What follows belongs to an exercise in optimizing a design on an open flow for small area; a production flow would make more cautious choices. Where RTL was checked, it was by simulation tests only, not by an equivalence proof against the original. No functional check of the RTL was part of run 1. The flow treats the clock pin as an ideal source, which a real chip does not have. No activity file was given, so power comes from the tool's default toggle rates.

==> flow/design.v <==
package screen_pkg;
	typedef logic [8-1:0] coord_x_t;
	typedef logic [7-1:0] coord_y_t;
	typedef logic [3-1:0] colour_t;
	typedef struct packed {
		coord_x_t x;
		coord_y_t y;
		colour_t colour;
	} pixel_t;
endpackage
package game_pkg;
	typedef logic [$clog2(5)-1:0] lane_t;
	typedef logic [$clog2(10)-1:0] slot_index_t;
	typedef enum logic [1:0] {
		heading_down,
		heading_left,
		heading_up,
		heading_right
	} heading_t;
	typedef struct packed {
		logic occupied;
		heading_t heading;
		logic [8-1:0] x;
		logic [7-1:0] y;
	} block_t;
	typedef enum logic [2:0] {
		state_idle,  
		state_armed,  
		state_capture,
		state_load,
		state_draw,
		state_hold,
		state_erase,
		state_step
	} game_state_t;
endpackage
module block_game_top (
	input logic clock,
	input logic reset,
	input logic go,
	input logic [1:0] heading,
	output logic plot,
	output logic [17:0] pixel  
);
	localparam logic [2:0] Q0 = 3'b001;
	localparam logic [2:0] Q4 = 3'b100;
	function automatic logic [2:0] q_inc(logic [2:0] q);
		q_inc = {q[1], q[0], ~(q[2] & q[1])};
	endfunction
	function automatic logic [2:0] q_rev(logic [2:0] q);
		q_rev = {q[0], q[1], q[2]};
	endfunction
	function automatic logic [2:0] q_index(logic [2:0] q);
		case (q)
			3'b001: q_index = 3'd0;
			3'b011: q_index = 3'd1;
			3'b111: q_index = 3'd2;
			3'b110: q_index = 3'd3;
			default: q_index = 3'd4;
		endcase
	endfunction
	function automatic logic [2:0] q_code(logic [2:0] i);
		case (i)
			3'd0: q_code = 3'b001;
			3'd1: q_code = 3'b011;
			3'd2: q_code = 3'b111;
			3'd3: q_code = 3'b110;
			default: q_code = 3'b100;
		endcase
	endfunction
	function automatic logic [2:0] mod5(logic [3:0] v);
		mod5 = 3'(v % 4'd5);
	endfunction
	function automatic logic [2:0] block_lane(logic first, logic [2:0] x, logic [2:0] t);
		logic [2:0] v;
		if (first)
			case (t)
				3'd0: block_lane = mod5({1'b0, x} + 4'd4);
				3'd1: block_lane = (x == 3'd1) ? 3'd4 : mod5({1'b0, x} + 4'd2);
				3'd4: block_lane = mod5({1'b0, x} + 4'd3);
				default: block_lane = x;
			endcase
		else
		begin
			v = mod5({1'b0, x} + {1'b0, t} + 4'd4);
			block_lane = (v == 3'd0) ? 3'd0 : mod5({1'b0, v} + 4'd1);
		end
	endfunction
	function automatic logic [7:0] lane_x(logic [2:0] q);
		case (q)
			3'b001: lane_x = 8'd27;
			3'b011: lane_x = 8'd48;
			3'b111: lane_x = 8'd69;
			3'b110: lane_x = 8'd90;
			default: lane_x = 8'd111;
		endcase
	endfunction
	function automatic logic [6:0] lane_y(logic [2:0] q);
		case (q)
			3'b001: lane_y = 7'd7;
			3'b011: lane_y = 7'd28;
			3'b111: lane_y = 7'd49;
			3'b110: lane_y = 7'd70;
			default: lane_y = 7'd91;
		endcase
	endfunction
	logic busy;  
	logic ph;  
	logic [4:0] col;
	logic [4:0] row;  
	logic sh;
	logic [2:0] sl;  
	logic nh;
	logic [2:0] nl;  
	logic sat;  
	logic steady;  
	logic [4:0][1:0] headings;  
	logic [2:0] count;  
	logic pre;
	logic [2:0] si;
	logic [2:0] ni;
	logic gt;
	logic live;
	logic [2:0] p;
	logic [1:0] e;
	logic [2:0] lane;
	logic [2:0] mv;
	logic [2:0] xl;
	logic [2:0] yl;
	assign pre = nh && nl == Q4 && !sat;
	assign si = q_index(sl);
	assign ni = q_index(nl);
	assign gt = si > ni;
	assign live = sat ? !(nh ^ sh ^ gt) : (!sh && !gt);
	assign p = q_code(mod5({1'b0, ni} + 4'd5 - {1'b0, si}));  
	assign e = headings[q_index(p)];
	assign lane = q_code(block_lane(!steady && !sh, q_index(count), si));
	assign mv = e[0] ? q_rev(p) : p;
	assign xl = e[1] ? mv : lane;
	assign yl = e[1] ? lane : mv;
	logic row_end;
	logic slot_done;
	logic gap_end;
	logic capture;
	assign row_end = col[4] && col[1] && col[0];
	assign slot_done = !live || (row_end && row[4] && row[1] && row[0]);
	assign gap_end = ph ? col[2] : (row[1] && row[0] && col[2] && col[0]);
	assign capture = !busy && ph && col[1] && !col[0];
	always_ff @(posedge clock)
	begin
		if (!reset)
			busy <= 1'b0;
		else if (busy ? (slot_done && sh && sl == Q4) : gap_end)
			busy <= !busy;
	end
	always_ff @(posedge clock)
	begin
		if (!reset)
			ph <= 1'b0;
		else if (pre && !ph)
			ph <= go;
		else if (!busy && gap_end)
			ph <= !ph;
	end
	always_ff @(posedge clock)
	begin
		if (!reset || (pre && (!ph || (go && !col[1]))))
		begin
			col <= 5'd1;
			row <= 5'd0;
		end
		else if (busy ? slot_done : gap_end)
		begin
			col <= '0;
			row <= '0;
			sh <= busy && (sh || sl == Q4);
			sl <= busy ? q_inc(sl) : Q0;
		end
		else if (row_end)
		begin
			col <= '0;
			row <= row + 1'b1;
		end
		else
			col <= col + 1'b1;
	end
	always_ff @(posedge clock)
	begin
		if (!reset)
		begin
			count <= Q0;
			nh <= 1'b1;
			nl <= Q4;
			sat <= 1'b0;
			steady <= 1'b0;
		end
		else
		begin
			if (pre)
				count <= q_inc(count);
			if (capture)
			begin
				nh <= nh ^ (nl == Q4);
				nl <= q_inc(nl);
				if (!nh && nl == 3'b110)
					sat <= 1'b1;
				if (sat && nh && nl == Q4)
					steady <= 1'b1;
			end
		end
	end
	always_ff @(posedge clock)
	begin
		if (capture)
			headings <= {headings[3:0], heading[0], heading[0] ^ heading[1]};
	end
	assign plot = busy && live;
	assign pixel[17:10] = lane_x(xl) + {3'd0, col};
	assign pixel[9:3] = lane_y(yl) + {2'd0, row};
	assign pixel[2:0] = ph ? 3'd0 : 3'd4;
endmodule
==> flow/flow/run.sh <==
#!/bin/bash
set -euo pipefail
W=$(pwd)
sed -e "s#^source \$::env(SCRIPTS_DIR)/synth.tcl#source $W/area_synth.tcl#" synth_recipe.tcl > area_synth_recipe.tcl
grep -q "area_synth.tcl" area_synth_recipe.tcl
sed -e "s#^source \$::env(SCRIPTS_DIR)/synth_preamble.tcl#&\nset abc_args [list -script $W/flow/area.abc {*}\$lib_args {*}\$lib_dont_use_args]#" "$FLOW_HOME/scripts/synth.tcl" > area_synth.tcl
grep -q "area.abc" area_synth.tcl
bash standard.sh SYNTH_SCRIPT=$W/area_synth_recipe.tcl ADDER_MAP_FILE= "BUFFER_PORTS_ARGS=-buffer_cell sky130_fd_sc_hd__buf_1" \
  "CTS_ARGS=-sink_clustering_enable -repair_clock_nets -buf_list sky130_fd_sc_hd__clkbuf_8 -dont_use_dummy_load" finish > flow.log 2>&1
==> flow/flow/area.abc <==
strash; dch -f; amap; topo
==> flow/standard.sh <==
#!/bin/bash
# synth_recipe.tcl (not shown) runs the flow's synth.tcl, then flattens the netlist and writes it again
# the make line also repeats each setting of config.mk as NAME=value (left out here)
make -C /OpenROAD-flow-scripts/flow DESIGN_CONFIG=/design/flow/config.mk WORK_HOME=/design/flow/orfs CLKGATE_MAP_FILE= SYNTH_SCRIPT=/design/flow/synth_recipe.tcl "${@:-finish}"
==> flow/config.mk <==
export PLATFORM = sky130hd
export DESIGN_NAME = block_game_top
export DESIGN_NICKNAME = block_game_top
export VERILOG_FILES = /design/flow/design.v
export SDC_FILE = /design/flow/constraint.sdc
export NUM_CORES = 4
export LEC_CHECK = 0
export ABC_AREA = 1
export CAP_MARGIN = 20
export CORE_MARGIN = 2
export CORE_UTILIZATION = 70
export CTS_BUF_LIST = sky130_fd_sc_hd__clkbuf_8
export SLEW_MARGIN = 20
==> flow/constraint.sdc <==
create_clock -name core_clock -period 10.0 [get_ports {clock}]
set_input_delay 2.0000 -clock core_clock [delete_from_list [all_inputs] [get_ports {clock}]]
set_output_delay 2.0000 -clock core_clock [all_outputs]
set_load 0.01 [all_outputs]
==> results of run 1 <==
[per-layer routing]
metal | share of wire | GRT usage
met5 | 0 | 0
met4 | 0.012 | 0.1025
met3 | 0.063 | 0.06183
met2 | 0.44 | 0.4425
met1 | 0.48 | 0.4060
[per-stage QoR]
stage	utilization	hold slack [ns]	setup WS [ns]
2_1_floorplan	-	0.4268	2.318
3_3_place_gp	0.7779	0.4402	1.826
3_5_place_dp	0.7779	0.4415	1.466
4_1_cts	0.8004	0.4479	1.074
5_1_grt	0.8004	0.4734	0.09419
6_report	0.8004	0.4427	0.9221
[path summary, 6_finish.rpt]
path	endpoint	slack [ns]
max reg2reg	sl[1]	6.01
min	headings[7]	0.44
max	pixel[16]	0.92
min reg2reg	headings[7]	0.44
[report_power, final]
part	switching (uW)	internal [uW]	leakage [uW]	total (uW)
Sequential	1.04	149	0.000297	150
Combinational	27.0	13.7	0.000473	40.7
Clock	46.1	44.8	0.0000359	90.9
[cell families after synthesis]
logic type,count (synthesis)
buffers and inverters,49
XOR/XNOR,1
flip-flops,35
AND/OR/NAND/NOR,114
other,1
AO/OA/AOI/OAI,118
[area by class of cell]
| class | count | area [sq um] | share of cell area |
|---|---|---|---|
| sequential | 35 | 840.8 | 0.3441 |
| timing repair buffer | 22 | 86.33 | 0.03533 |
| tap | 44 | 55.05 | 0.02253 |
| clock buffer | 5 | 68.82 | 0.02816 |
| multi-input combinational | 235 | 1216 | 0.4977 |
| inverter | 47 | 176.4 | 0.07220 |
[cell usage after synthesis]
cell type,number,share of area
sky130_fd_sc_hd__o22ai_1,11,0.031
sky130_fd_sc_hd__edfxtp_1,14,0.19
sky130_fd_sc_hd__o21ai_0,35,0.078
sky130_fd_sc_hd__or3_1,1,0.0028
sky130_fd_sc_hd__a21oi_1,32,0.072
sky130_fd_sc_hd__buf_4,2,0.0067
sky130_fd_sc_hd__a211oi_1,6,0.020
sky130_fd_sc_hd__conb_1,1,0.0017
sky130_fd_sc_hd__nand3_1,3,0.0067
sky130_fd_sc_hd__a31oi_1,1,0.0028
sky130_fd_sc_hd__a311o_1,1,0.0045
sky130_fd_sc_hd__or2_0,2,0.0056
sky130_fd_sc_hd__o31ai_1,1,0.0034
sky130_fd_sc_hd__o221ai_1,3,0.012
sky130_fd_sc_hd__nand2_1,27,0.045
sky130_fd_sc_hd__nor3_1,6,0.013
sky130_fd_sc_hd__o22a_1,6,0.023
sky130_fd_sc_hd__o21a_1,8,0.027
sky130_fd_sc_hd__a22oi_1,3,0.010
sky130_fd_sc_hd__a311oi_1,1,0.0039
sky130_fd_sc_hd__nand2b_1,1,0.0028
sky130_fd_sc_hd__xnor2_1,1,0.0039
sky130_fd_sc_hd__a21o_1,1,0.0034
sky130_fd_sc_hd__and3_1,1,0.0028
sky130_fd_sc_hd__nor4_1,1,0.0028
sky130_fd_sc_hd__o32ai_1,2,0.0078
sky130_fd_sc_hd__clkinv_1,47,0.079
sky130_fd_sc_hd__dfxtp_1,21,0.19
sky130_fd_sc_hd__nor2b_1,2,0.0056
sky130_fd_sc_hd__o211ai_1,1,0.0034
sky130_fd_sc_hd__nand3b_1,1,0.0034
sky130_fd_sc_hd__o221a_1,1,0.0050
sky130_fd_sc_hd__nor2_1,69,0.12
sky130_fd_sc_hd__a221oi_1,5,0.020
[critical path, delay by kind of cell (launching register included)]
| kind | cells | cell delay, ns |
|---|---|---|
| flip-flops | 1 | 0.34 |
| buffers and inverters | 7 | 1.26 |
| AND/OR/NAND/NOR | 8 | 1.09 |
| AO/OA/AOI/OAI | 15 | 4.13 |
[flip-flops by register name (all words and copies together) (netlist names)]
signal    cells
sh            1
col           5
headings     10
row           5
steady        1
sat           1
count         3
ph            1
nl            3
nh            1
busy          1
sl            3
==> flow_metrics.py, run 1 <==
metrics = {
    "status": {
        "result_of_the_run": "complete, no violations",
    },
    "synth": {
        "yosys_warnings": 1,
        "synth_simple_gate_area_share": 0.2068,
        "syn-cell-area_sq_um": 2238,
        "seq_area_frac_synth": 0.3756,
        "synth.ff_latch_count": 35,
        "combinational_family_with_the_most_area_after_synthesis": "compound AO/OA/AOI/OAI gates",
        "synth_compound_area_frac": 0.3264,
        "syn_area_per_cell_sq_um": 7.039,
        "yosys.area_share.xor_xnor": 0.003913,
        "yosys.area_share.adder": 0,
        "syn-instance-count": 318,
        "yosys.cell_types.count": 34,
        "yosys-mux-area-fraction": 0,
    },
    "drt": {
        "route.final.wire_length_um": 4907,
        "num_vias": 2261,
        "antenna_violating_nets_post_route": 0,
        "first_pass_iters": 4,
        "drc": 0,
        "post_drt_wl_per_cell_um": 12.65,
        "route.detailed.vias_per_inst": 5.827,
        "detailedRoute.firstIterationViolations": 97,
    },
    "die": {
        "core_region_area_sq_um": 3053,
        "num_rows": 20,
        "initial_utilization": 0.7332,
        "die_height_um": 60.55,
        "dieArea_sq_um": 3666,
        "i_o_pins": 24,
        "die-width_um": 60.55,
    },
    "finish": {
        "nFillCells": 224,
        "drive_above_1_share": 0.02035,
        "design.final.nets": 351,
        "synthToLayoutAreaGrowth_pct": 9.167,
        "final_cell_area_excluding_filler_cells_sq_um": 2444,
        "layout.cells.non_filler": 388,
        "antenna-diode-count": 0,
        "layout.cells.most_common": "sky130_fd_sc_hd__nor2_1",
        "layout_common_cells": "sky130_fd_sc_hd__nor2_1 (69), sky130_fd_sc_hd__clkinv_1 (47), sky130_fd_sc_hd__o21ai_0 (35), sky130_fd_sc_hd__a21oi_1 (32), sky130_fd_sc_hd__nand2_1 (27)",
    },
    "clock_network": {
        "tritoncts_buffers": 5,
        "hold_buffers": 0,
        "tritoncts": "done",
        "cts_repair_resize_count": 0,
        "clk_pin_slew_worst_paths_ns": 0.08,
        "root_buffer": "sky130_fd_sc_hd__clkbuf_8",
        "cts.htree.levels": 2,
        "number_of_setup_buffers_added_after_cts": 0,
        "clk-insertion-delay-late_ns": 0.29,
        "cts.sink_count": 35,
        "cts-root-to-sink-buffers": 2,
    },
    "timing": {
        "clock.fmax_mhz": 110.2,
        "drv_slew": 0,
        "timing_hold_violations_final": 0,
        "setup-tns-final_ns": 0,
        "min_period_over_period": 0.9078,
        "slew_headroom": 0.5293,
        "finalSetupViolations": 0,
        "final_period_minus_worst_setup_slack_ns": 9.078,
        "skew_ns": 0.02692,
        "worst_pin_slew_ns": 0.6986,
        "setup_repair_after_global_routing_missed_its_margin": "false",
    },
    "setup_path": {
        "rr_worst_depth": 16,
        "timing.critical_path.from": "sl[0]",
        "r2r-start": "sl[0]",
        "crit_path_top_delay_cell": "sky130_fd_sc_hd__o21ai_0",
        "required_arrival_time_at_the_worst_endpoint_ns": 8.00,
        "slowest_delay_ns": 0.56,
        "worstPathArrival_ns": 7.08,
        "cp-start-kind": "flop",
        "crit_path_frequent_cell": "sky130_fd_sc_hd__clkinv_1",
        "critPathKind": "flop to output port",
        "setup.worst_path.end_class": "output port",
        "crit_fanout": 8,
    },
    "place": {
        "detailedPlacementHpwl_um": 3730,
        "io_buffer_count": 21,
        "gp_routability_congestion": 0.9726,
        "cell_area_after_placement_sq_um": 2375,
        "dp.cells": 383,
    },
    "min_path": {
        "hold_class": "flop to flop",
        "worstHoldStart": "headings[5]",
        "hold_path_depth": 0,
    },
    "run": {
        "max-cap-violations": 0,
    },
    "global_routing": {
        "grt_max_degree": 14,
        "antenna_found_initial": 0,
        "groute.usage.overall": 0.2881,
        "gr-total-overflow": 0,
        "first_global_vias": 1859,
        "grt_pass1_wl_um": 7852,
    },
    "power_and_ir_drop": {
        "leakagePower_uw": 0.0008059,
        "ir_drop_v": 0.0001112,
        "power-per-cell-area_nw_per_um2": 115.3,
        "power_after_layout_uw": 281.8,
    },
}
==> inputs of run 2 (changes only) <==
--- a/flow/design.v
+++ b/flow/design.v
@@ -71,20 +71,17 @@
 	function automatic logic [2:0] mod5(logic [3:0] v);
 		mod5 = 3'(v % 4'd5);
 	endfunction
-	function automatic logic [2:0] block_lane(logic first, logic [2:0] x, logic [2:0] t);
-		logic [2:0] v;
+	function automatic logic [2:0] block_lane(logic first, logic [2:0] w, logic [2:0] t);
 		if (first)
 			case (t)
-				3'd0: block_lane = mod5({1'b0, x} + 4'd4);
-				3'd1: block_lane = (x == 3'd1) ? 3'd4 : mod5({1'b0, x} + 4'd2);
-				3'd4: block_lane = mod5({1'b0, x} + 4'd3);
-				default: block_lane = x;
+				3'd0: block_lane = mod5({1'b0, w} + 4'd4);
+				3'd1: block_lane = (w == 3'd2) ? 3'd4 : mod5({1'b0, w} + 4'd1);
+				3'd2: block_lane = mod5({1'b0, w} + 4'd3);
+				3'd3: block_lane = mod5({1'b0, w} + 4'd2);
+				default: block_lane = mod5({1'b0, w} + 4'd4);
 			endcase
 		else
-		begin
-			v = mod5({1'b0, x} + {1'b0, t} + 4'd4);
-			block_lane = (v == 3'd0) ? 3'd0 : mod5({1'b0, v} + 4'd1);
-		end
+			block_lane = (w == 3'd1) ? 3'd0 : w;
 	endfunction
 	function automatic logic [7:0] lane_x(logic [2:0] q);
 		case (q)
@@ -196,7 +193,7 @@
 		end
 		else
 		begin
-			if (pre)
+			if (pre || (busy && slot_done))
 				count <= q_inc(count);
 			if (capture)
 			begin
==> run 2 against run 1 <==
Compared with the run above: register-to-register slack worse by 0.02 ns; worst setup slack improved by 0.49 ns; final cell count is 5.9% lower; critical path type unchanged; largest cell class unchanged; highest routed layer unchanged.
==> flow_metrics.py, run 2 <==
metrics = {
    "synth": {
        "syn-cell-area_sq_um": 2162,
        "yosys_warnings": 1,
        "synth_edf_count": 14,
        "syn_area_per_cell_sq_um": 7.066,
        "yosys.cell_types.count": 33,
        "async_flop_share": 0,
        "synth_ff_type": "sky130_fd_sc_hd__dfxtp_1",
        "synthTopCellsByCount": "sky130_fd_sc_hd__nor2_1 (68), sky130_fd_sc_hd__clkinv_1 (45), sky130_fd_sc_hd__o21ai_0 (34), sky130_fd_sc_hd__a21oi_1 (33), sky130_fd_sc_hd__nand2_1 (22)",
        "yosys.area.top_type_share": 0.1944,
        "syn-instance-count": 306,
        "seq_area_frac_synth": 0.3889,
        "ys_top_cells_by_area": "sky130_fd_sc_hd__dfxtp_1 (19%), sky130_fd_sc_hd__edfxtp_1 (19%), sky130_fd_sc_hd__nor2_1 (12%), sky130_fd_sc_hd__o21ai_0 (7.9%), sky130_fd_sc_hd__clkinv_1 (7.8%)",
        "synth.ff_latch_count": 35,
        "synth_area_leader_cell": "sky130_fd_sc_hd__dfxtp_1",
        "yosysMostFrequentCell": "sky130_fd_sc_hd__nor2_1",
    },
    "drt": {
        "post_drt_wl_per_cell_um": 12.04,
        "detailedRoute.firstIterationViolations": 152,
        "num_vias": 2102,
        "first_pass_iters": 4,
        "route.detailed.vias_per_inst": 5.759,
        "route.final.wire_length_um": 4395,
        "antenna_violating_nets_post_route": 0,
        "drc": 0,
    },
    "power_and_ir_drop": {
        "ir_drop_v": 0.0001013,
        "power-per-cell-area_nw_per_um2": 116.9,
        "leakagePower_uw": 0.0007970,
    },
    "clock_network": {
        "root_buffer": "sky130_fd_sc_hd__clkbuf_8",
        "tritoncts": "done",
        "cts.htree.levels": 2,
        "cts-root-to-sink-buffers": 2,
        "clk-insertion-delay-late_ns": 0.29,
        "cts_repair_resize_count": 0,
        "number_of_setup_buffers_added_after_cts": 0,
        "tritoncts_buffers": 5,
        "hold_buffers": 0,
        "cts.sink_count": 35,
        "clk_pin_slew_worst_paths_ns": 0.07,
    },
    "setup_path": {
        "required_arrival_time_at_the_worst_endpoint_ns": 8.00,
        "critPathKind": "flop to output port",
        "slowest_delay_ns": 0.60,
        "worstPathArrival_ns": 6.59,
        "crit_path_frequent_cell": "sky130_fd_sc_hd__o21ai_0",
        "crit_fanout": 7,
        "cp-start-kind": "flop",
        "setup.worst_path.end_class": "output port",
        "crit_path_top_delay_cell": "sky130_fd_sc_hd__o21ai_0",
    },
    "place": {
        "gp_routability_congestion": 0.9337,
        "cell_area_after_placement_sq_um": 2285,
        "detailedPlacementHpwl_um": 3452,
        "io_buffer_count": 21,
    },
    "finish": {
        "design.final.nets": 339,
        "drive_above_1_share": 0.02108,
        "antenna-diode-count": 0,
        "biggestRegsByFlops": "headings x10, col x5, row x5",
        "largest_reg_flops": 10,
        "layout_common_cells": "sky130_fd_sc_hd__nor2_1 (68), sky130_fd_sc_hd__clkinv_1 (45), sky130_fd_sc_hd__o21ai_0 (34), sky130_fd_sc_hd__a21oi_1 (33), sky130_fd_sc_hd__nand2_1 (22)",
        "registers.top_by_ff_count": "headings",
        "layout.cells.most_common": "sky130_fd_sc_hd__nor2_1",
        "final_cell_area_excluding_filler_cells_sq_um": 2354,
        "synthToLayoutAreaGrowth_pct": 8.854,
    },
    "status": {
        "result_of_the_run": "complete, no violations",
    },
    "timing": {
        "drv_slew": 0,
        "finalHoldWorstSlack_ns": 0.4693,
        "finalSetupViolations": 0,
        "slew_headroom": 0.5251,
        "clock.fmax_mhz": 116.4,
        "setup-tns-final_ns": 0,
        "setup_repair_after_global_routing_missed_its_margin": "false",
        "worst_pin_slew_ns": 0.7049,
        "skew_ns": 0.01330,
        "min_period_over_period": 0.8589,
        "final_period_minus_worst_setup_slack_ns": 8.589,
        "timing_hold_violations_final": 0,
    },
    "die": {
        "i_o_pins": 24,
        "dieArea_sq_um": 3549,
        "die-width_um": 59.58,
        "num_rows": 20,
        "initial_utilization": 0.7200,
        "die_height_um": 59.58,
        "core_region_area_sq_um": 3003,
    },
    "global_routing": {
        "gr-total-overflow": 0,
        "groute.usage.overall": 0.2630,
        "antenna_found_initial": 0,
        "grt_max_degree": 16,
        "grt_pass1_wl_um": 6934,
        "first_global_vias": 1618,
    },
    "run": {
        "max-cap-violations": 0,
    },
    "min_path": {
        "hold_class": "flop to flop",
    },
}
-- run 2: report_power, final --
part / internal (uW) / leakage (uW) / total, uW / switching (uW)
Sequential: 149 / 0.000297 / 151 / 1.40
Combinational: 13.1 / 0.000464 / 37.4 / 24.3
Clock: 44.7 / 0.0000359 / 87.3 / 42.6
-- run 2: layout make-up --
cell class | instances | area [sq um]
fill | 245 | 649.4
clock buffer | 5 | 68.82
multi-input combinational | 225 | 1147
sequential | 35 | 840.8
timing repair buffer | 22 | 86.33
tap | 33 | 41.29
inverter | 45 | 168.9
-- run 2: cells by family (layout without fill, tap and decap cells) --
family,after synthesis,after routing,synth area share
AND/OR/NAND/NOR,115,115,0.2211
AO/OA/AOI/OAI,108,108,0.3033
buffers and inverters,47,72,0.08507
flip-flops,35,35,0.3889
other,1,2,0.001734
-- run 2: critical path, delay by kind of cell, from the launching register on --
kind	cells	cell delay, ns
flip-flops	1	0.40
AND/OR/NAND/NOR	9	1.49
buffers and inverters	9	1.55
AO/OA/AOI/OAI	12	2.89
-- run 2: worst paths after layout --
path / start / to / slack [ns] / cells after the start
max: sl[0] / pixel[9] / 1.41 / 30
min: headings[7] / headings[9] / 0.47 / 0
max reg2reg: sl[0] / sh / 5.99 / 16
min reg2reg: headings[7] / headings[9] / 0.47 / 0
-- run 2: metrics by stage --
| stage | util | cells | setup WS, ns | power [uW] |
|---|---|---|---|---|
| 2_1_floorplan | - | 307 | 2.762 | 181.6 |
| 3_3_place_gp | 0.7608 | 360 | 2.006 | 189.7 |
| 3_5_place_dp | 0.7608 | 360 | 1.814 | 190.4 |
| 4_1_cts | 0.7838 | 365 | 1.490 | 277.5 |
| 5_1_grt | 0.7838 | 365 | 0.6235 | 288.1 |
| 6_report | 0.7838 | 365 | 1.411 | 275.2 |
-- run 2: layer usage --
| metal | global-route usage | wire length, um | vias to the layer above |
|---|---|---|---|
| met5 | 0 | 0 | - |
| met4 | 0.1175 | 105 | 0 |
| met3 | 0.06550 | 203 | 11 |
| met2 | 0.3909 | 1903 | 48 |
| met1 | 0.3620 | 2183 | 903 |
| li1 | - | - | 1140 |
==> inputs of run 3 (changes only) <==
==> flow/flow/run.sh (replaced) <==
#!/bin/bash
# Layout flow: the standard flow (standard.sh) with two changes:
#  - synthesis is the standard flow's script with ORFS's synth.tcl changed in one place: combinational logic
#    is mapped with the area-oriented ABC script flow/area.abc, and ORFS's full/half-adder
#    extraction is skipped (ADDER_MAP_FILE empty), so ABC sees all of the logic. Registers are
#    mapped before ABC exactly as in the standard synthesis.
#  - ports are buffered with buf_1.
#  - the clock tree is built by flow/clock_tree.tcl, run as ORFS's PRE_CTS_TCL hook: the clock
#    port drives one clkbuf_1, which drives four clkbuf_4, each driving a quarter of the
#    registers. TritonCTS is then given only the clock port's net (-clk_nets clock), which now
#    has a single sink, so it adds nothing; the rest of ORFS's CTS step (legalisation, timing
#    repair) runs as usual.
# Each tool's output is in the ORFS logs under orfs/logs; make's own output is in flow.log.
set -euo pipefail
W=$(pwd)
export CLOCK_ROOT_BUF=sky130_fd_sc_hd__clkbuf_1 CLOCK_BUF=sky130_fd_sc_hd__clkbuf_4 CLOCK_GROUPS=4
sed -e "s#^source \$::env(SCRIPTS_DIR)/synth.tcl#source $W/area_synth.tcl#" synth_recipe.tcl > area_synth_recipe.tcl
grep -q "area_synth.tcl" area_synth_recipe.tcl
sed -e "s#^source \$::env(SCRIPTS_DIR)/synth_preamble.tcl#&\nset abc_args [list -script $W/flow/area.abc {*}\$lib_args {*}\$lib_dont_use_args]#" "$FLOW_HOME/scripts/synth.tcl" > area_synth.tcl
grep -q "area.abc" area_synth.tcl
bash standard.sh SYNTH_SCRIPT=$W/area_synth_recipe.tcl ADDER_MAP_FILE= "BUFFER_PORTS_ARGS=-buffer_cell sky130_fd_sc_hd__buf_1" \
  PRE_CTS_TCL=$W/flow/clock_tree.tcl "CTS_ARGS=-clk_nets clock" finish > flow.log 2>&1
==> flow/flow/clock_tree.tcl (new file) <==
# Clock tree, built before ORFS's CTS step runs (PRE_CTS_TCL) instead of by TritonCTS: the clock port drives one root buffer
# (CLOCK_ROOT_BUF), which drives CLOCK_GROUPS leaf buffers (CLOCK_BUF); each leaf drives the
# register clock pins of one group. The registers are split into groups of equal size by
# position (sorted by x, or by y when the registers spread more in y), and each leaf sits at
# its group's centroid; detailed placement legalises the new buffers afterwards.
set block [ord::get_db_block]
set db [ord::get_db]
set leaf_master [$db findMaster $::env(CLOCK_BUF)]
set root_master [$db findMaster $::env(CLOCK_ROOT_BUF)]
set k $::env(CLOCK_GROUPS)
set clknet [$block findNet clock]
set sinks {}
set xs {}; set ys {}
foreach it [$clknet getITerms] {
  set loc [[$it getInst] getLocation]
  lappend sinks [list [lindex $loc 0] [lindex $loc 1] $it]
  lappend xs [lindex $loc 0]; lappend ys [lindex $loc 1]
}
set xs [lsort -integer $xs]; set ys [lsort -integer $ys]
set axis 0
if {[lindex $ys end] - [lindex $ys 0] > [lindex $xs end] - [lindex $xs 0]} { set axis 1 }
set sinks [lsort -integer -index $axis $sinks]
set n [llength $sinks]
set rootnet [odb::dbNet_create $block clock_root]
$rootnet setSigType CLOCK
set rx 0; set ry 0
for {set g 0} {$g < $k} {incr g} {
  set lo [expr {($g * $n) / $k}]
  set hi [expr {(($g + 1) * $n) / $k - 1}]
  set net [odb::dbNet_create $block clock_leaf_$g]
  $net setSigType CLOCK
  set sx 0; set sy 0; set m 0
  foreach s [lrange $sinks $lo $hi] {
    set it [lindex $s 2]
    $it disconnect
    $it connect $net
    set sx [expr {$sx + [lindex $s 0]}]; set sy [expr {$sy + [lindex $s 1]}]; incr m
  }
  set inst [odb::dbInst_create $block $leaf_master clkbuf_leaf_$g]
  [$inst findITerm A] connect $rootnet
  [$inst findITerm X] connect $net
  $inst setLocation [expr {$sx / $m}] [expr {$sy / $m}]
  $inst setPlacementStatus PLACED
  set rx [expr {$rx + $sx / $m}]; set ry [expr {$ry + $sy / $m}]
  puts "clock leaf buffer clkbuf_leaf_$g drives $m register clock pins"
}
set root [odb::dbInst_create $block $root_master clkbuf_root]
[$root findITerm A] connect $clknet
[$root findITerm X] connect $rootnet
$root setLocation [expr {$rx / $k}] [expr {$ry / $k}]
$root setPlacementStatus PLACED
set_propagated_clock [all_clocks]
--- a/flow/config.mk
+++ b/flow/config.mk
@@ -9,5 +9,4 @@
 export CAP_MARGIN = 20
 export CORE_MARGIN = 2
 export CORE_UTILIZATION = 70
-export CTS_BUF_LIST = sky130_fd_sc_hd__clkbuf_8
 export SLEW_MARGIN = 20
==> run 3 against run 2 <==
Compared with the run above: critical endpoint unchanged; clock skew fell by 0.0028 ns; worst setup slack got worse by 0.13 ns; final cell count stayed put; still clean; highest routed layer unchanged; sequential cell count unchanged; critical path depth unchanged; largest cell class unchanged.
==> flow_metrics.py, run 3 <==
metrics = {
    "place": {
        "detailedPlacementHpwl_um": 3452,
        "cell_area_after_placement_sq_um": 2285,
        "placement.setup.worst_slack_ns": 1.814,
        "gp_routability_congestion": 0.9337,
        "io_buffer_count": 21,
    },
    "finish": {
        "multi_input_comb_area_sq_um": 1147,
        "synthToLayoutAreaGrowth_pct": 7.234,
        "design.final.nets": 339,
        "nFillCells": 252,
        "registers.top_by_ff_count": "headings",
        "layout_common_cells": "sky130_fd_sc_hd__nor2_1 (68), sky130_fd_sc_hd__clkinv_1 (45), sky130_fd_sc_hd__o21ai_0 (34), sky130_fd_sc_hd__a21oi_1 (33), sky130_fd_sc_hd__nand2_1 (22)",
        "layout.area.seq_sq_um": 840.8,
        "biggestRegsByFlops": "headings x10, col x5, row x5",
        "drive_above_1_share": 0.01807,
        "largest_reg_flops": 10,
        "layout.cells.most_common": "sky130_fd_sc_hd__nor2_1",
        "antenna-diode-count": 0,
        "final_cell_area_excluding_filler_cells_sq_um": 2318,
    },
    "setup_path": {
        "reg2reg_slack_ns": 6.07,
        "crit_fanout": 7,
        "crit_path_frequent_cell": "sky130_fd_sc_hd__o21ai_0",
        "slowest_delay_ns": 0.60,
        "cp-start-kind": "flop",
        "setup.worst_path.end_class": "output port",
        "worstPathArrival_ns": 6.72,
        "required_arrival_time_at_the_worst_endpoint_ns": 8.00,
        "r2r-start": "sl[0]",
        "critPathKind": "flop to output port",
        "rr_worst_depth": 16,
        "reg2reg_to": "sl[0]",
        "crit_path_top_delay_cell": "sky130_fd_sc_hd__o21ai_0",
    },
    "die": {
        "i_o_pins": 24,
        "dieArea_sq_um": 3549,
        "die_height_um": 59.58,
        "num_rows": 20,
        "die-width_um": 59.58,
        "core_region_area_sq_um": 3003,
        "initial_utilization": 0.7200,
    },
    "synth": {
        "synth_area_leader_cell": "sky130_fd_sc_hd__dfxtp_1",
        "synth_ff_type": "sky130_fd_sc_hd__dfxtp_1",
        "yosys_warnings": 1,
        "synthTopCellsByCount": "sky130_fd_sc_hd__nor2_1 (68), sky130_fd_sc_hd__clkinv_1 (45), sky130_fd_sc_hd__o21ai_0 (34), sky130_fd_sc_hd__a21oi_1 (33), sky130_fd_sc_hd__nand2_1 (22)",
        "yosys.area.top_type_share": 0.1944,
        "syn_area_per_cell_sq_um": 7.066,
        "seq_area_frac_synth": 0.3889,
        "yosysMostFrequentCell": "sky130_fd_sc_hd__nor2_1",
        "syn-instance-count": 306,
        "synth.ff_latch_count": 35,
        "ys_top_cells_by_area": "sky130_fd_sc_hd__dfxtp_1 (19%), sky130_fd_sc_hd__edfxtp_1 (19%), sky130_fd_sc_hd__nor2_1 (12%), sky130_fd_sc_hd__o21ai_0 (7.9%), sky130_fd_sc_hd__clkinv_1 (7.8%)",
        "syn-cell-area_sq_um": 2162,
        "synth_edf_count": 14,
        "async_flop_share": 0,
        "yosys.cell_types.count": 33,
    },
    "global_routing": {
        "grt_max_degree": 16,
        "antenna_found_initial": 0,
        "grt_pass1_wl_um": 6927,
        "gr-total-overflow": 0,
        "first_global_vias": 1631,
        "groute.usage.overall": 0.2461,
    },
    "timing": {
        "skew_ns": 0.01050,
        "slew_headroom": 0.5265,
        "setup_slack_after_layout_ns": 1.282,
        "setup-tns-final_ns": 0,
        "clock.fmax_mhz": 114.7,
        "drv_slew": 0,
        "finalSetupViolations": 0,
        "setup_repair_after_global_routing_missed_its_margin": "false",
        "finalHoldWorstSlack_ns": 0.4699,
        "min_period_over_period": 0.8718,
        "worst_pin_slew_ns": 0.7028,
        "final_period_minus_worst_setup_slack_ns": 8.718,
        "timing_hold_violations_final": 0,
    },
    "power_and_ir_drop": {
        "power_after_layout_uw": 251.7,
        "leakagePower_uw": 0.0007806,
        "power-per-cell-area_nw_per_um2": 108.6,
        "ir_drop_v": 0.00007231,
    },
    "clock_network": {
        "clk_pin_slew_worst_paths_ns": 0.11,
        "clk-insertion-delay-late_ns": 0.41,
        "cts_repair_resize_count": 0,
        "hold_buffers": 0,
        "number_of_setup_buffers_added_after_cts": 0,
    },
    "min_path": {
        "hold_path_depth": 0,
        "worstHoldStart": "headings[4]",
        "hold-path-endpoint": "headings[6]",
        "hold_class": "flop to flop",
    },
    "drt": {
        "route.final.wire_length_um": 4349,
        "detailedRoute.firstIterationViolations": 139,
        "route.detailed.vias_per_inst": 5.753,
        "post_drt_wl_per_cell_um": 11.92,
        "first_pass_iters": 6,
        "drc": 0,
        "antenna_violating_nets_post_route": 0,
        "num_vias": 2100,
    },
    "run": {
        "max-cap-violations": 0,
    },
    "status": {
        "result_of_the_run": "complete, no violations",
    },
}
## run 3: cell type report
type                       instances  area share
inverter                          45     0.07285
multi-input combinational        225      0.4949
sequential                        35      0.3627
timing repair buffer              22     0.03724
tap                               33     0.01781
buffer                             5     0.01457
## run 3: per-layer routing
metal | track usage | vias to the layer above | wire length, um
met5 | 0 | - | 0
met4 | 0.05714 | 0 | 82
met3 | 0.01528 | 8 | 224
met2 | 0.3862 | 60 | 1829
met1 | 0.3731 | 893 | 2212
li1 | - | 1139 | -
## run 3: worst max path at each step
| stage | startpoint | end | slack (ns) |
|---|---|---|---|
| detailed placement | sl[0] | pixel[9] | 1.81 |
| floorplan | sl[0] | pixel[9] | 2.76 |
| CTS | sl[0] | pixel[9] | 1.32 |
| global placement | sl[0] | pixel[9] | 2.01 |
| finish | sl[0] | pixel[9] | 1.28 |
| global route | sl[0] | pixel[8] | 0.45 |
## run 3: critical path: cells and delay by family, from the launching register on
kind	cells	cell delay, ns
compound gates	12	2.88
buf+inv	9	1.54
flops	1	0.43
simple gates	9	1.47
## run 3: kinds of logic (layout without fill, tap and decap cells)
family / Yosys count / count (layout) / synth area share
simple gates: 115 / 115 / 0.2211
compound gates: 108 / 108 / 0.3033
flops: 35 / 35 / 0.3889
other cells: 1 / 2 / 0.001734
buf+inv: 47 / 72 / 0.08507
## run 3: stage by stage
step / utilization / cells
floorplan: - / 307
global placement: 0.7608 / 360
detailed placement: 0.7608 / 360
CTS: 0.7721 / 365
global route: 0.7721 / 365
finish: 0.7721 / 365
## run 3: report_power, final
group	internal, uW	switching, uW
clock	20.1	43.9
combinational	13.1	24.2
sequential	149	1.42
total	182	69.6
==> inputs of run 4 (changes only) <==
--- a/flow/flow/run.sh
+++ b/flow/flow/run.sh
@@ -1,5 +1,5 @@
 #!/bin/bash
-# Layout flow: the standard flow (standard.sh) with two changes:
+# Layout flow: the standard flow (standard.sh) with these changes:
 #  - synthesis is the standard flow's script with ORFS's synth.tcl changed in one place: combinational logic
 #    is mapped with the area-oriented ABC script flow/area.abc, and ORFS's full/half-adder
 #    extraction is skipped (ADDER_MAP_FILE empty), so ABC sees all of the logic. Registers are
==> run 4 against run 3 <==
Compared with the run above: still clean on timing, DRC and antenna; routed wire length did not move; final area unchanged; via count did not move.
==> flow_metrics.py, run 4 <==
metrics = {
    "timing": {
        "clock.fmax_mhz": 114.7,
        "setup_repair_after_global_routing_missed_its_margin": "false",
        "worst_pin_slew_ns": 0.7028,
        "slew_headroom": 0.5265,
        "setup-tns-final_ns": 0,
        "finalSetupViolations": 0,
        "final_period_minus_worst_setup_slack_ns": 8.718,
        "drv_slew": 0,
        "setup_slack_after_layout_ns": 1.282,
        "min_period_over_period": 0.8718,
        "timing_hold_violations_final": 0,
        "skew_ns": 0.01050,
    },
    "drt": {
        "num_vias": 2100,
        "post_drt_wl_per_cell_um": 11.92,
        "first_pass_iters": 6,
        "drc": 0,
        "antenna_violating_nets_post_route": 0,
        "route.detailed.vias_per_inst": 5.753,
        "route.final.wire_length_um": 4349,
        "detailedRoute.firstIterationViolations": 139,
    },
    "setup_path": {
        "crit_path_top_delay_cell": "sky130_fd_sc_hd__o21ai_0",
        "worstPathArrival_ns": 6.72,
        "crit_fanout": 7,
        "cp-start-kind": "flop",
        "critPathKind": "flop to output port",
        "critical-path-top-delay-family": "compound AO/OA/AOI/OAI gates",
        "crit_buf_inv": 9,
        "crit_path_frequent_cell": "sky130_fd_sc_hd__o21ai_0",
        "setup.worst_path.end_class": "output port",
        "slowest_delay_ns": 0.60,
        "required_arrival_time_at_the_worst_endpoint_ns": 8.00,
    },
    "power_and_ir_drop": {
        "power-per-cell-area_nw_per_um2": 108.6,
        "power_frac_seq": 0.597,
        "ir_drop_v": 0.00007231,
        "share_comb_of_total_power": 0.148,
        "pwr-share-clk": 0.255,
        "sw_frac_of_total": 0.2764,
        "internal_portion_of_total_power_uw": 182.1,
        "power_switching_uw": 69.57,
        "leakagePower_uw": 0.0007806,
    },
    "synth": {
        "yosys.area.top_type_share": 0.1944,
        "synth_compound_area_frac": 0.3032,
        "yosysMostFrequentCell": "sky130_fd_sc_hd__nor2_1",
        "synth_ff_type": "sky130_fd_sc_hd__dfxtp_1",
        "synth_simple_gate_area_share": 0.2211,
        "syn-instance-count": 306,
        "yosys-mux-area-fraction": 0,
        "yosys.area_share.xor_xnor": 0,
        "syn-cell-area_sq_um": 2162,
        "yosys_warnings": 1,
        "synth.ff_latch_count": 35,
        "seq_area_frac_synth": 0.3889,
        "synthTopCellsByCount": "sky130_fd_sc_hd__nor2_1 (68), sky130_fd_sc_hd__clkinv_1 (45), sky130_fd_sc_hd__o21ai_0 (34), sky130_fd_sc_hd__a21oi_1 (33), sky130_fd_sc_hd__nand2_1 (22)",
        "async_flop_share": 0,
        "synth_edf_count": 14,
        "yosys.area_share.adder": 0,
        "ys_top_cells_by_area": "sky130_fd_sc_hd__dfxtp_1 (19%), sky130_fd_sc_hd__edfxtp_1 (19%), sky130_fd_sc_hd__nor2_1 (12%), sky130_fd_sc_hd__o21ai_0 (7.9%), sky130_fd_sc_hd__clkinv_1 (7.8%)",
        "syn_area_per_cell_sq_um": 7.066,
        "synth_area_leader_cell": "sky130_fd_sc_hd__dfxtp_1",
        "combinational_family_with_the_most_area_after_synthesis": "compound AO/OA/AOI/OAI gates",
        "yosys.cell_types.count": 33,
    },
    "place": {
        "dp.cells": 360,
        "placement.setup.worst_slack_ns": 1.814,
        "io_buffer_count": 21,
        "detailedPlacementHpwl_um": 3452,
        "gp_routability_congestion": 0.9337,
    },
    "global_routing": {
        "grt_busiest_layer": "met2",
        "grt_pass1_wl_um": 6927,
        "gr-total-overflow": 0,
        "groute.usage.overall": 0.2461,
        "gr-usage-met3": 0.01528,
        "grt_util_met2": 0.3862,
        "first_global_vias": 1631,
        "grt_max_degree": 16,
        "antenna_found_initial": 0,
        "use_met1": 0.3731,
    },
    "clock_network": {
        "clk_pin_slew_worst_paths_ns": 0.11,
        "cts_repair_resize_count": 0,
        "hold_buffers": 0,
        "number_of_setup_buffers_added_after_cts": 0,
        "clk-insertion-delay-late_ns": 0.41,
    },
    "die": {
        "core_region_area_sq_um": 3003,
        "num_rows": 20,
        "die-width_um": 59.58,
        "dieArea_sq_um": 3549,
        "initial_utilization": 0.7200,
        "die_height_um": 59.58,
        "i_o_pins": 24,
    },
    "finish": {
        "design.final.nets": 339,
        "layout.cells.most_common": "sky130_fd_sc_hd__nor2_1",
        "synthToLayoutAreaGrowth_pct": 7.234,
        "largest_reg_flops": 10,
        "antenna-diode-count": 0,
        "layout.cells.non_filler": 365,
        "nFillCells": 252,
        "registers.top_by_ff_count": "headings",
        "biggestRegsByFlops": "headings x10, col x5, row x5",
        "layout_common_cells": "sky130_fd_sc_hd__nor2_1 (68), sky130_fd_sc_hd__clkinv_1 (45), sky130_fd_sc_hd__o21ai_0 (34), sky130_fd_sc_hd__a21oi_1 (33), sky130_fd_sc_hd__nand2_1 (22)",
        "drive_above_1_share": 0.01807,
    },
    "run": {
        "max-cap-violations": 0,
    },
    "status": {
        "result_of_the_run": "complete, no violations",
    },
    "min_path": {
        "hold_class": "flop to flop",
    },
}
==> run 4: cell counts in the layout (fill, tap and decap cells not counted) <==
No cell type changed its count.
==> run 4: layout make-up <==
type | instances | area, sq um | share of cell area
Buffer | 5 | 33.78 | 0.01457
Multi-Input combinational cell | 225 | 1147 | 0.4949
Timing Repair Buffer | 22 | 86.33 | 0.03724
Sequential cell | 35 | 840.8 | 0.3627
Tap cell | 33 | 41.29 | 0.01781
Inverter | 45 | 168.9 | 0.07285
==> run 4: cell families after synthesis <==
logic type | Yosys count
buffers and inverters | 47
AOI/OAI and AO/OA | 108
and+or+nand+nor | 115
other | 1
DFF | 35
==> run 4: power groups by stage <==
stage | logic, uW | clock network (uW) | registers (uW)
2_1_floorplan | 28.4 | 0 | 153
3_3_place_gp | 36.2 | 0 | 154
3_5_place_dp | 36.8 | 0 | 154
4_1_cts | 36.9 | 64.2 | 150
5_1_grt | 42.0 | 69.6 | 151
6_report | 37.3 | 64.1 | 150
==> run 4: final timing paths <==
path,start,endpoint,slack (ns),depth (start not counted)
worst max-delay path,sl[0],pixel[9],1.28,30
worst min-delay path,headings[4],headings[6],0.47,0
worst max register to register,sl[0],sl[0],6.07,16
worst min register to register,headings[4],headings[6],0.47,0
==> run 4: per-stage QoR <==
stage	cell area, sq um	hold slack (ns)	utilization	power [uW]
after detailed placement	2285	0.4550	0.7608	190.4
after global placement	2285	0.4446	0.7608	189.7
final	2318	0.4699	0.7721	251.7
after CTS	2318	0.4714	0.7721	251.4
after global routing	2318	0.4878	0.7721	262.2
after floorplan	2166	0.4264	-	181.6
==> run 4: metal layers <==
| layer | vias up | part of all wire |
|---|---|---|
| li1 | 1139 | - |
| met1 | 893 | 0.51 |
| met2 | 60 | 0.42 |
| met3 | 8 | 0.052 |
| met4 | 0 | 0.019 |
| met5 | - | 0 |
==> inputs of run 5 (changes only) <==
--- a/flow/flow/run.sh
+++ b/flow/flow/run.sh
@@ -1,7 +1,8 @@
 #!/bin/bash
 # Layout flow: the standard flow (standard.sh) with these changes:
 #  - synthesis is the standard flow's script with ORFS's synth.tcl changed in one place: combinational logic
-#    is mapped with the area-oriented ABC script flow/area.abc, and ORFS's full/half-adder
+#    is mapped with the area-oriented ABC script flow/area.abc (30 s of deepsyn, then area
+#    mapping), and ORFS's full/half-adder
 #    extraction is skipped (ADDER_MAP_FILE empty), so ABC sees all of the logic. Registers are
 #    mapped before ABC exactly as in the standard synthesis.
 #  - ports are buffered with buf_1.
==> flow/flow/area.abc (replaced) <==
strash; &get -n; &deepsyn -T 30; &put; dch -f; amap; topo
--- a/flow/config.mk
+++ b/flow/config.mk
@@ -7,6 +7,6 @@
 export LEC_CHECK = 0
 export ABC_AREA = 1
 export CAP_MARGIN = 20
-export CORE_MARGIN = 2
-export CORE_UTILIZATION = 70
+export CORE_AREA = 2 2 58 58
+export DIE_AREA = 0 0 60 60
 export SLEW_MARGIN = 20
==> run 5 against run 4 <==
Compared with the run above: hold slack got worse by 0.048 ns; sequential cell count unchanged; fmax increased by 9.8%; final area decreased by 4.7%; synthesized cell count decreased by 7.2%; first-iteration DRC count decreased by 23%; total power decreased by 0.68%; sequential share of layout area increased by 1.8 points; final cell count decreased by 3.0%; critical path depth decreased by 5; clock skew increased by 0.0061 ns; routed wire length decreased by 5.5%; critical endpoint is now pixel[16].
==> flow_metrics.py, run 5 <==
metrics = {
    "timing": {
        "timing_hold_violations_final": 0,
        "finalSetupViolations": 0,
        "setup_repair_after_global_routing_missed_its_margin": "false",
        "clock.fmax_mhz": 125.9,
        "worst_pin_slew_ns": 0.6614,
        "setup-tns-final_ns": 0,
        "min_period_over_period": 0.7943,
        "final_period_minus_worst_setup_slack_ns": 7.943,
        "drv_slew": 0,
        "skew_ns": 0.01664,
        "finalHoldWorstSlack_ns": 0.4222,
        "slew_headroom": 0.5550,
    },
    "min_path": {
        "hold_path_depth": 0,
        "worstHoldStart": "headings[4]",
        "hold_class": "flop to flop",
        "hold-path-endpoint": "headings[6]",
    },
    "finish": {
        "layout_common_cells": "sky130_fd_sc_hd__nor2_1 (69), sky130_fd_sc_hd__clkinv_1 (43), sky130_fd_sc_hd__a21oi_1 (31), sky130_fd_sc_hd__o21ai_0 (27)",
        "antenna-diode-count": 0,
        "biggestRegsByFlops": "headings x10, col x5, row x5",
        "largest_reg_flops": 10,
        "layout.cells.most_common": "sky130_fd_sc_hd__nor2_1",
        "nFillCells": 247,
        "drive_above_1_share": 0.01935,
        "synthToLayoutAreaGrowth_pct": 8.349,
        "registers.top_by_ff_count": "headings",
        "design.final.nets": 317,
    },
    "power_and_ir_drop": {
        "ir_drop_v": 0.00009273,
        "leakagePower_uw": 0.0007346,
        "power-per-cell-area_nw_per_um2": 113.2,
        "power_after_layout_uw": 250.0,
    },
    "synth": {
        "syn_area_per_cell_sq_um": 7.177,
        "synthTopCellsByCount": "sky130_fd_sc_hd__nor2_1 (69), sky130_fd_sc_hd__clkinv_1 (43), sky130_fd_sc_hd__a21oi_1 (31), sky130_fd_sc_hd__o21ai_0 (27)",
        "syn-cell-area_sq_um": 2038,
        "async_flop_share": 0,
        "seq_area_frac_synth": 0.4125,
        "syn-instance-count": 284,
        "ys_top_cells_by_area": "sky130_fd_sc_hd__dfxtp_1 (21%), sky130_fd_sc_hd__edfxtp_1 (21%), sky130_fd_sc_hd__nor2_1 (13%), sky130_fd_sc_hd__clkinv_1 (7.9%), sky130_fd_sc_hd__a21oi_1 (7.6%)",
        "synth.ff_latch_count": 35,
        "yosys.cell_types.count": 27,
        "yosys_warnings": 1,
        "synth_edf_count": 14,
        "yosys.area.top_type_share": 0.2063,
        "yosysMostFrequentCell": "sky130_fd_sc_hd__nor2_1",
        "synth_ff_type": "sky130_fd_sc_hd__dfxtp_1",
        "synth_area_leader_cell": "sky130_fd_sc_hd__dfxtp_1",
    },
    "setup_path": {
        "rr_worst_depth": 14,
        "critPathKind": "flop to output port",
        "slowest_delay_ns": 0.60,
        "crit_path_top_delay_cell": "sky130_fd_sc_hd__a221oi_1",
        "reg2reg_slack_ns": 6.75,
        "crit_fanout": 6,
        "worstPathArrival_ns": 5.94,
        "cp-start-kind": "flop",
        "r2r-start": "sl[1]",
        "setup.worst_path.end_class": "output port",
        "reg2reg_to": "col[1]",
        "timing.critical_path.from": "sl[1]",
        "required_arrival_time_at_the_worst_endpoint_ns": 8.00,
    },
    "clock_network": {
        "number_of_setup_buffers_added_after_cts": 0,
        "clk-insertion-delay-late_ns": 0.43,
        "hold_buffers": 0,
        "cts_repair_resize_count": 0,
        "clk_pin_slew_worst_paths_ns": 0.11,
    },
    "drt": {
        "post_drt_wl_per_cell_um": 11.60,
        "num_vias": 1946,
        "route.final.wire_length_um": 4108,
        "first_pass_iters": 4,
        "drc": 0,
        "detailedRoute.firstIterationViolations": 107,
        "antenna_violating_nets_post_route": 0,
        "route.detailed.vias_per_inst": 5.497,
    },
    "run": {
        "max-cap-violations": 0,
    },
    "die": {
        "dieArea_sq_um": 3600,
        "die_height_um": 60,
        "core_region_area_sq_um": 3028,
        "die-width_um": 60,
        "initial_utilization": 0.6731,
        "i_o_pins": 24,
        "num_rows": 20,
    },
    "global_routing": {
        "gr-total-overflow": 0,
        "antenna_found_initial": 0,
        "grt_pass1_wl_um": 6927,
        "grt_max_degree": 16,
        "first_global_vias": 1627,
        "groute.usage.overall": 0.2431,
    },
    "status": {
        "result_of_the_run": "complete, no violations",
    },
    "place": {
        "detailedPlacementHpwl_um": 3186,
        "gp_routability_congestion": 0.8461,
        "io_buffer_count": 21,
    },
}
[run 5: cell types whose count changed after synthesis, sizes merged, moves of 3 or more]
cell / change
a221oi: +5
a22o: -3
nor3: -3
o21ai: -7
o221ai: +3
o32ai: -3
[run 5: critical path, delay by kind of cell, from the launching register on]
family / cells / cell delay [ns]
AOI/OAI and AO/OA: 12 / 3.17
buffers and inverters: 6 / 1.03
DFF: 1 / 0.36
and+or+nand+nor: 7 / 0.93
[run 5: cell type report]
class	instances	area (sq um)	area share
Multi-Input combinational cell	205	1031	0.4669
Inverter	43	161.4	0.07309
Buffer	5	33.78	0.01530
Tap cell	44	55.05	0.02493
Sequential cell	35	840.8	0.3807
Timing Repair Buffer	22	86.33	0.03909
[run 5: logic make-up after synthesis]
logic type      synth area share
simple gates              0.2192
compound gates            0.2799
buf+inv                  0.08655
flops                     0.4125
other cells             0.001840
[run 5: how the worst max path moves through the flow]
stage	end	slack [ns]	cells past startpoint
after detailed placement	pixel[16]	2.70	25
after global routing	pixel[16]	1.14	25
after CTS	pixel[16]	2.14	25
final	pixel[16]	2.06	25
after global placement	pixel[16]	2.88	25
after floorplan	pixel[16]	3.44	24
[run 5: routing by layer]
layer / vias to the layer above / global-route usage / part of all wire
li1: 1056 / - / -
met1: 831 / 0.3890 / 0.52
met2: 54 / 0.3649 / 0.43
met3: 5 / 0.01299 / 0.043
met4: 0 / 0.04444 / 0.012
met5: - / 0 / 0
[run 5: report_power, final]
part	total, uW	switching, uW	internal (uW)
Combinational	37.0	24.4	12.6
Clock	62.7	42.6	20.1
Sequential	150	1.33	149
Total	250	68.3	182
[run 5: per-stage QoR]
step / cell area, sq um / worst slack (ns) / std cells / utilization
after floorplan: 2042 / 3.441 / 285 / -
after global placement: 2175 / 2.878 / 349 / 0.7182
after detailed placement: 2175 / 2.703 / 349 / 0.7182
after CTS: 2208 / 2.136 / 354 / 0.7293
after global routing: 2208 / 1.140 / 354 / 0.7293
final: 2208 / 2.057 / 354 / 0.7293
==> inputs of run 6 (changes only) <==
--- a/flow/design.v
+++ b/flow/design.v
@@ -71,17 +71,21 @@
 	function automatic logic [2:0] mod5(logic [3:0] v);
 		mod5 = 3'(v % 4'd5);
 	endfunction
+	function automatic logic [2:0] q_dec(logic [2:0] q);
+		q_dec = {~(q[1] & q[0]), q[2], q[1]};
+	endfunction
 	function automatic logic [2:0] block_lane(logic first, logic [2:0] w, logic [2:0] t);
 		if (first)
-			case (t)
-				3'd0: block_lane = mod5({1'b0, w} + 4'd4);
-				3'd1: block_lane = (w == 3'd2) ? 3'd4 : mod5({1'b0, w} + 4'd1);
-				3'd2: block_lane = mod5({1'b0, w} + 4'd3);
-				3'd3: block_lane = mod5({1'b0, w} + 4'd2);
-				default: block_lane = mod5({1'b0, w} + 4'd4);
-			endcase
+		begin
+			if (t == 3'b110 || t == 3'b100)
+				block_lane = q_inc(w);
+			else if (t == 3'b011 && w == Q4)
+				block_lane = Q4;
+			else
+				block_lane = q_dec(w);
+		end
 		else
-			block_lane = (w == 3'd1) ? 3'd0 : w;
+			block_lane = (w == 3'b011) ? Q0 : w;
 	endfunction
 	function automatic logic [7:0] lane_x(logic [2:0] q);
 		case (q)
@@ -131,7 +135,7 @@
 	assign live = sat ? !(nh ^ sh ^ gt) : (!sh && !gt);
 	assign p = q_code(mod5({1'b0, ni} + 4'd5 - {1'b0, si}));  
 	assign e = headings[q_index(p)];
-	assign lane = q_code(block_lane(!steady && !sh, q_index(count), si));
+	assign lane = block_lane(!steady && !sh, count, sl);
 	assign mv = e[0] ? q_rev(p) : p;
 	assign xl = e[1] ? mv : lane;
 	assign yl = e[1] ? lane : mv;
@@ -193,8 +197,10 @@
 		end
 		else
 		begin
-			if (pre || (busy && slot_done))
+			if (pre)
 				count <= q_inc(count);
+			else if (busy && slot_done)
+				count <= (!steady && !sh) ? q_dec(q_dec(count)) : q_inc(count);
 			if (capture)
 			begin
 				nh <= nh ^ (nl == Q4);
==> run 6 against run 5 <==
Compared with the run above: via count fell by 1.7%; clock skew down 0.0072 ns; register-to-register slack got worse by 0.30 ns; synthesized cell count down 3.2%; global-route usage down 1.5 points; critical path depth is 8 higher; highest routed layer unchanged; total power is 3.4% lower; die area is the same; combinational power fell by 28%; first-iteration DRC count did not move; routed wire length shrank 3.6%.
==> flow_metrics.py, run 6 <==
metrics = {
    "setup_path": {
        "reg2reg_slack_ns": 6.45,
        "required_arrival_time_at_the_worst_endpoint_ns": 8.00,
        "rr_worst_depth": 18,
        "crit_fanout": 7,
        "worstPathArrival_ns": 6.87,
        "critPathKind": "flop to output port",
        "critical-path-top-delay-family": "compound AO/OA/AOI/OAI gates",
        "cp-start-kind": "flop",
        "slowest_delay_ns": 0.41,
        "setup.worst_path.end_class": "output port",
        "r2r-start": "nl[2]",
        "crit_buf_inv": 8,
        "crit_path_frequent_cell": "sky130_fd_sc_hd__clkinv_1",
        "crit_path_top_delay_cell": "sky130_fd_sc_hd__o22ai_1",
        "reg2reg_to": "row[4]",
    },
    "synth": {
        "yosys.cell_types.count": 26,
        "ys_top_cells_by_area": "sky130_fd_sc_hd__dfxtp_1 (21%), sky130_fd_sc_hd__edfxtp_1 (21%), sky130_fd_sc_hd__nor2_1 (12%), sky130_fd_sc_hd__clkinv_1 (8.3%), sky130_fd_sc_hd__o21ai_0 (7.0%)",
        "syn-cell-area_sq_um": 1999,
        "syn-instance-count": 275,
        "async_flop_share": 0,
        "synth.ff_latch_count": 35,
        "synthTopCellsByCount": "sky130_fd_sc_hd__nor2_1 (63), sky130_fd_sc_hd__clkinv_1 (44), sky130_fd_sc_hd__o21ai_0 (28), sky130_fd_sc_hd__nand2_1 (25), sky130_fd_sc_hd__dfxtp_1 (21)",
        "synth_ff_type": "sky130_fd_sc_hd__dfxtp_1",
        "synth_edf_count": 14,
        "yosys_warnings": 1,
        "seq_area_frac_synth": 0.4205,
        "syn_area_per_cell_sq_um": 7.271,
        "yosysMostFrequentCell": "sky130_fd_sc_hd__nor2_1",
        "yosys.area.top_type_share": 0.2103,
        "synth_area_leader_cell": "sky130_fd_sc_hd__dfxtp_1",
    },
    "global_routing": {
        "groute.usage.overall": 0.2279,
        "antenna_found_initial": 0,
        "first_global_vias": 1529,
        "gr-total-overflow": 0,
        "grt_max_degree": 16,
        "grt_pass1_wl_um": 6575,
    },
    "drt": {
        "first_pass_iters": 4,
        "route.final.wire_length_um": 3961,
        "detailedRoute.firstIterationViolations": 107,
        "route.detailed.vias_per_inst": 5.545,
        "antenna_violating_nets_post_route": 0,
        "post_drt_wl_per_cell_um": 11.48,
        "num_vias": 1913,
        "drc": 0,
    },
    "clock_network": {
        "hold_buffers": 0,
        "clk_pin_slew_worst_paths_ns": 0.09,
        "cts_repair_resize_count": 0,
        "number_of_setup_buffers_added_after_cts": 0,
        "clk-insertion-delay-late_ns": 0.44,
    },
    "timing": {
        "min_period_over_period": 0.8871,
        "finalSetupViolations": 0,
        "finalHoldWorstSlack_ns": 0.4404,
        "setup-tns-final_ns": 0,
        "slew_headroom": 0.4796,
        "setup_repair_after_global_routing_missed_its_margin": "false",
        "timing_hold_violations_final": 0,
        "clock.fmax_mhz": 112.7,
        "skew_ns": 0.009483,
        "worst_pin_slew_ns": 0.7782,
        "final_period_minus_worst_setup_slack_ns": 8.871,
        "drv_slew": 0,
    },
    "place": {
        "detailedPlacementHpwl_um": 3079,
        "io_buffer_count": 21,
        "gp_routability_congestion": 0.8123,
    },
    "min_path": {
        "worstHoldStart": "headings[4]",
        "hold_class": "flop to flop",
        "hold-path-endpoint": "headings[6]",
        "hold_path_depth": 0,
    },
    "power_and_ir_drop": {
        "power-per-cell-area_nw_per_um2": 111.3,
        "ir_drop_v": 0.00006821,
        "leakagePower_uw": 0.0007253,
    },
    "die": {
        "dieArea_sq_um": 3600,
        "die-width_um": 60,
        "i_o_pins": 24,
        "num_rows": 20,
        "initial_utilization": 0.6603,
        "die_height_um": 60,
        "core_region_area_sq_um": 3028,
    },
    "finish": {
        "largest_reg_flops": 10,
        "layout.cells.most_common": "sky130_fd_sc_hd__nor2_1",
        "drive_above_1_share": 0.01993,
        "multi_input_comb_area_sq_um": 988.4,
        "design.final.nets": 308,
        "layout_common_cells": "sky130_fd_sc_hd__nor2_1 (63), sky130_fd_sc_hd__clkinv_1 (44), sky130_fd_sc_hd__o21ai_0 (28), sky130_fd_sc_hd__nand2_1 (25)",
        "antenna-diode-count": 0,
        "biggestRegsByFlops": "headings x10, col x5, row x5",
        "layout.area.seq_sq_um": 840.8,
        "synthToLayoutAreaGrowth_pct": 8.511,
        "nFillCells": 244,
        "registers.top_by_ff_count": "headings",
    },
    "run": {
        "max-cap-violations": 0,
    },
    "status": {
        "result_of_the_run": "complete, no violations",
    },
}
[run 6: routing by layer]
metal  wire (um)  GRT usage
met5           0          0
met4          49    0.04127
met3         165    0.01515
met2        1714     0.3602
met1        2031     0.3456
[run 6: cells by family after synthesis]
| kind of cell | after synthesis | synth area share |
|---|---|---|
| AO/OA/AOI/OAI | 92 | 0.2860 |
| buffers and inverters | 46 | 0.09011 |
| flip-flops | 35 | 0.4205 |
| AND/OR/NAND/NOR | 101 | 0.2015 |
| other | 1 | 0.001876 |
[run 6: worst max path at each step]
stage	depth (start not counted)	end	start	slack [ns]
after floorplan	32	pixel[15]	nl[2]	2.64
after global placement	33	pixel[15]	nl[2]	1.97
after detailed placement	33	pixel[15]	nl[2]	1.71
after CTS	33	pixel[15]	nl[2]	1.20
after global routing	33	pixel[15]	nl[2]	0.32
final	33	pixel[15]	nl[2]	1.13
[run 6: metrics by stage]
step                instance area, sq um  std cells  setup WS [ns]  total power, uW  utilization
floorplan                           2003        276          2.639            173.9            -
global placement                    2136        340          1.966            180.2       0.7054
detailed placement                  2136        340          1.714            180.6       0.7054
CTS                                 2170        345          1.204            242.4       0.7165
global route                        2170        345         0.3188            251.2       0.7165
finish                              2170        345          1.129            241.5       0.7165
[run 6: report_power, final]
part | total, uW | internal, uW | switching [uW]
clock | 64.1 | 20.1 | 44.0
combinational | 26.5 | 9.31 | 17.2
sequential | 151 | 149 | 1.79
[run 6: area by class of cell]
cell class | instances | area share
buffer | 5 | 0.01557
tap | 44 | 0.02537
sequential | 35 | 0.3875
inverter | 44 | 0.07612
multi-input combinational | 195 | 0.4556
timing repair buffer | 22 | 0.03979
[run 6: worst reg2reg max path: stages, from the launching register on]
cell                       delay (ns)
sky130_fd_sc_hd__dfxtp_1         0.36
sky130_fd_sc_hd__clkinv_1        0.12
sky130_fd_sc_hd__nor2_1          0.26
sky130_fd_sc_hd__a21oi_1         0.12
sky130_fd_sc_hd__a211oi_1        0.24
sky130_fd_sc_hd__nand2_1         0.13
sky130_fd_sc_hd__o21ai_0         0.14
sky130_fd_sc_hd__clkinv_1        0.17
sky130_fd_sc_hd__nor2_1          0.16
sky130_fd_sc_hd__nor2_1          0.06
sky130_fd_sc_hd__a21oi_1         0.17
sky130_fd_sc_hd__nor2_1          0.10
sky130_fd_sc_hd__o21ai_0         0.08
sky130_fd_sc_hd__o21ai_0         0.20
sky130_fd_sc_hd__a21oi_1         0.26
sky130_fd_sc_hd__nor2_1          0.12
sky130_fd_sc_hd__nor3_1          0.29
sky130_fd_sc_hd__clkinv_1        0.26
sky130_fd_sc_hd__a221oi_1        0.25

[port drivers added, routing unchanged]
The results above use ideal ports. As a check the final layouts listed here were re-extracted and re-timed, cells and wires unchanged. Step 1 sets driving cells, clkbuf_16 on the clock port and buf_2 on the other inputs (assumed; they add their load-dependent delay and slew). Step 2 also shifts input and output timing later by t, the mid clock arrival at the registers, as if the neighbouring blocks saw the same clock. Three values: no drivers, after step 1, after step 2; two values: the first two.
run	shift t [ns]	setup WS [ns]	cell pins on the clock port's net
run 1	0.304	0.922 / 0.898 / 1.202	1
run 2	0.303	1.411 / 1.386 / 1.690	1
run 3	0.430	1.282 / 1.259 / 1.689	1
run 4	0.430	1.282 / 1.259 / 1.689	1
run 5	0.444	2.057 / 2.034 / 2.477	1
run 6	0.457	1.129 / 1.104 / 1.561	1
After both steps every run listed still meets setup and hold.
